What follows belongs to an exercise in optimizing a design on an open flow for small area, a short achievable clock period and few clock cycles per item; a production flow would make more cautious choices. Power figures rest on the tool's default switching activity, not on a simulated workload.

## old
==> module cltfp_scaler, before the edit <==
module cltfp_scaler (
  input  logic              clk,
  input  logic              rst,
  input  logic              load,       
  input  cltfp_pkg::job_t   ljob,
  output logic              free,       
  output logic              busy,       
  input  logic [15:0]       em_scale,
  input  logic [3:0]        em_msb,     
  input  logic              em_nb,      
  output logic              res_valid,
  input  logic              pop,
  output logic [31:0]       px_value,
  output logic              invalid
);
  logic             stepping;    
  logic             adding;      
  logic             em;
  logic [13:0]      frac;
  logic [3:0]       bit_idx;
  logic             sbit;        
  logic [13:0]      rem;
  logic [1:0]       qd_last;     
  logic [15:0]      t0, t1, t2;
  logic [1:0]       qd;
  logic [13:0]      rem_next;
  logic [3:0]       qpos;        
  logic [16:0]      csum0, csum1, csum2;
  logic [16:0]      ccar0, ccar1, ccar2;
  logic [15:0]      x2r;
  logic [15:0]      xfb;
  logic [32:0]      sum;
  logic [3:0]       bit_next;
  logic             sbit_next;
  assign free = !busy;
  logic [3:0] lstart;
  logic       lsteps;
  assign lstart = ljob.em ? em_msb : 4'd8;
  assign lsteps = (ljob.frac != 14'd0) && !ljob.sat && !ljob.ovf && (lstart != 4'd0);
  always_comb begin
    x2r   = {1'b0, rem, 1'b0};
    xfb   = sbit ? {2'b0, frac} : 16'd0;
    t0    = x2r + xfb;
    csum1 = 17'(x2r ^ xfb ^ 16'(-16'sd10000));
    ccar1 = {((x2r & xfb) | (x2r & 16'(-16'sd10000)) | (xfb & 16'(-16'sd10000))), 1'b0};
    t1    = csum1[15:0] + ccar1[15:0];
    csum2 = 17'(x2r ^ xfb ^ 16'(-16'sd20000));
    ccar2 = {((x2r & xfb) | (x2r & 16'(-16'sd20000)) | (xfb & 16'(-16'sd20000))), 1'b0};
    t2    = csum2[15:0] + ccar2[15:0];
    csum0 = '0;
    ccar0 = '0;
    if (!t2[15])      begin qd = 2'd2; rem_next = t2[13:0]; end
    else if (!t1[15]) begin qd = 2'd1; rem_next = t1[13:0]; end
    else              begin qd = 2'd0; rem_next = t0[13:0]; end
    sum       = {1'b0, px_value} + (33'(qd_last) << qpos);
    bit_next  = bit_idx - 4'd1;
    sbit_next = em ? em_scale[bit_next] : (bit_next == 4'd8);
  end
  always_ff @(posedge clk) begin
    if (rst) begin
      busy      <= 1'b0;
      stepping  <= 1'b0;
      adding    <= 1'b0;
      res_valid <= 1'b0;
    end else if (load) begin
      busy      <= 1'b1;
      stepping  <= lsteps;
      adding    <= 1'b0;
      res_valid <= !lsteps;
    end else if (stepping) begin
      if (bit_idx == 4'd0) begin
        stepping <= 1'b0;
        adding   <= 1'b1;
      end
    end else if (adding) begin
      adding    <= 1'b0;
      res_valid <= 1'b1;
    end else if (res_valid && pop) begin
      busy      <= 1'b0;
      res_valid <= 1'b0;
    end
  end
  always_ff @(posedge clk) begin
    if (load) begin
      em       <= ljob.em;
      frac     <= ljob.frac;
      bit_idx  <= lstart - 4'd1;
      sbit     <= ljob.em && em_nb;
      qpos     <= lstart;
      rem      <= ljob.frac;
      qd_last  <= '0;
      px_value <= (ljob.sat || ljob.ovf) ? 32'hFFFF_FFFF : ljob.intp;
      invalid  <= ljob.inv;
    end else if (stepping) begin
      bit_idx  <= bit_next;
      qpos     <= bit_idx;
      sbit     <= sbit_next;
      rem      <= rem_next;
      qd_last  <= qd;
      px_value <= sum[32] ? 32'hFFFF_FFFF : sum[31:0];
    end else if (adding) begin
      px_value <= sum[32] ? 32'hFFFF_FFFF : sum[31:0];
    end
  end
endmodule
==> module css_length_to_fixed_px, before the edit <==
module css_length_to_fixed_px #(
  parameter int FRAC_DIGITS = 4
) (
  input  logic        clk,
  input  logic        rst,
  input  logic        push,
  output logic        full,
  input  logic [7:0]  char_code,
  input  logic        is_end,
  output logic        empty,
  input  logic        pop,
  output logic [31:0] px_value,
  output logic        invalid,
  input  logic        em_to_px_we,
  input  logic [15:0] em_to_px
);
  logic [15:0] em_scale;
  logic [3:0]  em_msb;
  logic       i_v, i_end, i_dig, i_dot, i_spc, i_e, i_m;
  logic [3:0] i_d;
  logic       step;
  cltfp_pkg::job_t fjob, wjob;
  logic [31:0]     iem;
  logic            iem_ovf;
  logic            w_v, w_ready, w_push;
  logic            e_free, e_load, e_busy;
  logic            res_valid;
  logic irst;
  always_ff @(posedge clk) begin
    irst <= rst;
  end
  assign full   = irst || (i_v && i_end && w_v && (e_busy || !w_ready));
  assign step   = i_v && !full;
  assign empty  = irst || !res_valid;
  always_ff @(posedge clk) begin
    if (rst) begin
      em_scale <= 16'h1000;
    end else if (em_to_px_we) begin
      em_scale <= em_to_px;
    end
  end
  logic [3:0] msb_c;
  logic       em_nb;
  always_comb begin
    msb_c = 4'd0;
    for (int k = 1; k < 16; k++)
      if (em_scale[k]) msb_c = 4'(k);
  end
  always_ff @(posedge clk) begin
    em_msb <= msb_c;
    em_nb  <= (msb_c != 4'd0) && em_scale[msb_c - 4'd1];
  end
  always_ff @(posedge clk) begin
    if (irst) begin
      i_v <= 1'b0;
    end else if (!full) begin
      i_v <= push;
    end
  end
  always_ff @(posedge clk) begin
    if (!full) begin
      i_end <= is_end;
      i_dig <= (char_code >= CHR_ZERO) && (char_code <= CHR_NINE);
      i_dot <= (char_code == CHR_DOT);
      i_spc <= (char_code == CHR_SPACE);
      i_e   <= (char_code == CHR_E);
      i_m   <= (char_code == CHR_M);
      i_d   <= char_code[3:0];
    end
  end
  cltfp_front u_front (
    .clk         (clk),
    .rst         (irst),
    .step        (step),
    .i_end       (i_end),
    .i_dig       (i_dig),
    .i_dot       (i_dot),
    .i_spc       (i_spc),
    .i_e         (i_e),
    .i_m         (i_m),
    .i_d         (i_d),
    .em_scale    (em_scale),
    .job         (fjob),
    .iem_out     (iem),
    .iem_ovf_out (iem_ovf)
  );
  assign w_push = step && i_end;
  assign e_load = w_ready && e_free;
  cltfp_job_queue u_queue (
    .clk     (clk),
    .rst     (irst),
    .push    (w_push),
    .wdata   (fjob),
    .iem     (iem),
    .iem_ovf (iem_ovf),
    .pop     (e_load),
    .rdata   (wjob),
    .valid   (w_v),
    .ready   (w_ready)
  );
  cltfp_scaler u_scaler (
    .clk       (clk),
    .rst       (irst),
    .load      (e_load),
    .ljob      (wjob),
    .free      (e_free),
    .busy      (e_busy),
    .em_scale  (em_scale),
    .em_msb    (em_msb),
    .em_nb     (em_nb),
    .res_valid (res_valid),
    .pop       (pop),
    .px_value  (px_value),
    .invalid   (invalid)
  );
endmodule
Settings: LEC_CHECK=0, ABC_CLOCK_PERIOD_IN_PS=3000, CAP_MARGIN=20, CORE_MARGIN=2, CORE_UTILIZATION=40, SLEW_MARGIN=20; clock period 10.0 ns.
standard.sh (not shown) runs the stock make flow with config.mk's settings and CLKGATE_MAP_FILE= SYNTH_SCRIPT=/design/flow/synth_recipe.tcl, a recipe that flattens the netlist after the stock synthesis.
==> flow/flow/run.sh <==
#!/bin/bash
set -euo pipefail
bash standard.sh SETUP_SLACK_MARGIN=7 finish > standard_flow.log 2>&1
--- input diff old..new ---
diff --git a/flow/design.v b/flow/design.v
--- a/flow/design.v
+++ b/flow/design.v
@@ -239,8 +239,9 @@
 import cltfp_pkg::*;
 module cltfp_scaler (
   input  logic              clk,
   input  logic              rst,
+  input  logic              rst_now,    
   input  logic              load,       
   input  cltfp_pkg::job_t   ljob,
   output logic              free,       
   output logic              busy,       
@@ -256,19 +257,16 @@
   logic             adding;      
   logic             em;
   logic [13:0]      frac;
   logic [3:0]       bit_idx;
-  logic             sbit;        
+  logic [13:0]      fb;          
   logic [13:0]      rem;
+  logic [15:0]      quo;         
   logic [1:0]       qd_last;     
   logic [15:0]      t0, t1, t2;
   logic [1:0]       qd;
   logic [13:0]      rem_next;
-  logic [3:0]       qpos;        
-  logic [16:0]      csum0, csum1, csum2;
-  logic [16:0]      ccar0, ccar1, ccar2;
-  logic [15:0]      x2r;
-  logic [15:0]      xfb;
+  logic [15:0]      quo_now;
   logic [32:0]      sum;
   logic [3:0]       bit_next;
   logic             sbit_next;
   assign free = !busy;
@@ -276,28 +274,21 @@
   logic       lsteps;
   assign lstart = ljob.em ? em_msb : 4'd8;
   assign lsteps = (ljob.frac != 14'd0) && !ljob.sat && !ljob.ovf && (lstart != 4'd0);
   always_comb begin
-    x2r   = {1'b0, rem, 1'b0};
-    xfb   = sbit ? {2'b0, frac} : 16'd0;
-    t0    = x2r + xfb;
-    csum1 = 17'(x2r ^ xfb ^ 16'(-16'sd10000));
-    ccar1 = {((x2r & xfb) | (x2r & 16'(-16'sd10000)) | (xfb & 16'(-16'sd10000))), 1'b0};
-    t1    = csum1[15:0] + ccar1[15:0];
-    csum2 = 17'(x2r ^ xfb ^ 16'(-16'sd20000));
-    ccar2 = {((x2r & xfb) | (x2r & 16'(-16'sd20000)) | (xfb & 16'(-16'sd20000))), 1'b0};
-    t2    = csum2[15:0] + ccar2[15:0];
-    csum0 = '0;
-    ccar0 = '0;
+    t0 = {1'b0, rem, 1'b0} + {2'b0, fb};
+    t1 = {1'b0, rem, 1'b0} + {2'b0, fb} - 16'd10000;
+    t2 = {1'b0, rem, 1'b0} + {2'b0, fb} - 16'd20000;
     if (!t2[15])      begin qd = 2'd2; rem_next = t2[13:0]; end
     else if (!t1[15]) begin qd = 2'd1; rem_next = t1[13:0]; end
     else              begin qd = 2'd0; rem_next = t0[13:0]; end
-    sum       = {1'b0, px_value} + (33'(qd_last) << qpos);
+    quo_now   = quo + {14'b0, qd_last};
+    sum       = {1'b0, px_value} + {17'b0, quo} + {31'b0, qd_last};
     bit_next  = bit_idx - 4'd1;
     sbit_next = em ? em_scale[bit_next] : (bit_next == 4'd8);
   end
   always_ff @(posedge clk) begin
-    if (rst) begin
+    if (rst || rst_now) begin
       busy      <= 1'b0;
       stepping  <= 1'b0;
       adding    <= 1'b0;
       res_valid <= 1'b0;
@@ -323,21 +314,20 @@
     if (load) begin
       em       <= ljob.em;
       frac     <= ljob.frac;
       bit_idx  <= lstart - 4'd1;
-      sbit     <= ljob.em && em_nb;
-      qpos     <= lstart;
+      fb       <= (ljob.em && em_nb) ? ljob.frac : 14'd0;
       rem      <= ljob.frac;
+      quo      <= '0;
       qd_last  <= '0;
       px_value <= (ljob.sat || ljob.ovf) ? 32'hFFFF_FFFF : ljob.intp;
       invalid  <= ljob.inv;
     end else if (stepping) begin
       bit_idx  <= bit_next;
-      qpos     <= bit_idx;
-      sbit     <= sbit_next;
+      fb       <= sbit_next ? frac : 14'd0;
       rem      <= rem_next;
+      quo      <= {quo_now[14:0], 1'b0};
       qd_last  <= qd;
-      px_value <= sum[32] ? 32'hFFFF_FFFF : sum[31:0];
     end else if (adding) begin
       px_value <= sum[32] ? 32'hFFFF_FFFF : sum[31:0];
     end
   end
@@ -375,9 +365,9 @@
     irst <= rst;
   end
   assign full   = irst || (i_v && i_end && w_v && (e_busy || !w_ready));
   assign step   = i_v && !full;
-  assign empty  = irst || !res_valid;
+  assign empty  = !res_valid;
   always_ff @(posedge clk) begin
     if (rst) begin
       em_scale <= 16'h1000;
     end else if (em_to_px_we) begin
@@ -445,8 +435,9 @@
   );
   cltfp_scaler u_scaler (
     .clk       (clk),
     .rst       (irst),
+    .rst_now   (rst),
     .load      (e_load),
     .ljob      (wjob),
     .free      (e_free),
     .busy      (e_busy),
Findings:
- Cmp new and old / clock network power share / lower: new
- Timing startpoint of the critical path = u_scaler.fb[2]: new; timing startpoint of the critical path = u_scaler.sbit: old
- new: average footprint of a synthesized cell is 4.9% higher than what old reported.
- [compare] base=old new=new: global-route wire length before repair went down, post-DP HPWL went down, total power of the final layout went down, post-layout minimum cycle time went up, via count of the first global-routing pass went down.
- new: maximum fanout along the worst path lower than old
- Note that the layout inverter count without the clock tree recorded for old amounts to 1.17 times the value seen in new.
- Where total standard cell area after synthesis is concerned, old is outperformed by new.
- In new the combinational share of power turned out 1.5 points lower than in old.
Function was not checked in any run of this note: the RTL went through the layout flow alone.

==> what the ideal ports hide <==
How much do the figures lean on ideal ports? The routed layouts below were timed once more, with nothing changed but the port constraints.
Step 1: set_driving_cell puts a clkbuf_16 on clk and a buf_2 on each other input, an assumption about the parent block.
Step 2, shift: input delay + t, output delay - t, t = (earliest + latest rising clock arrival at the registers) / 2. This alone moves slack from input paths to output paths.
a / b / c = no drivers / after step 1 / after step 2; a / b = the first two.
| run | t, ns | setup WS [ns] | latest minus earliest clock arrival (ns) | worst register clock-pin slew, ns |
|---|---|---|---|---|
| old | 0.597 | 6.440 / 6.440 / 6.440 | 0.027 / 0.027 | 0.07 / 0.07 |
| new | 0.600 | 6.241 / 6.241 / 6.241 | 0.018 / 0.018 | 0.06 / 0.06 |
After both steps setup and hold are still met in every run listed.
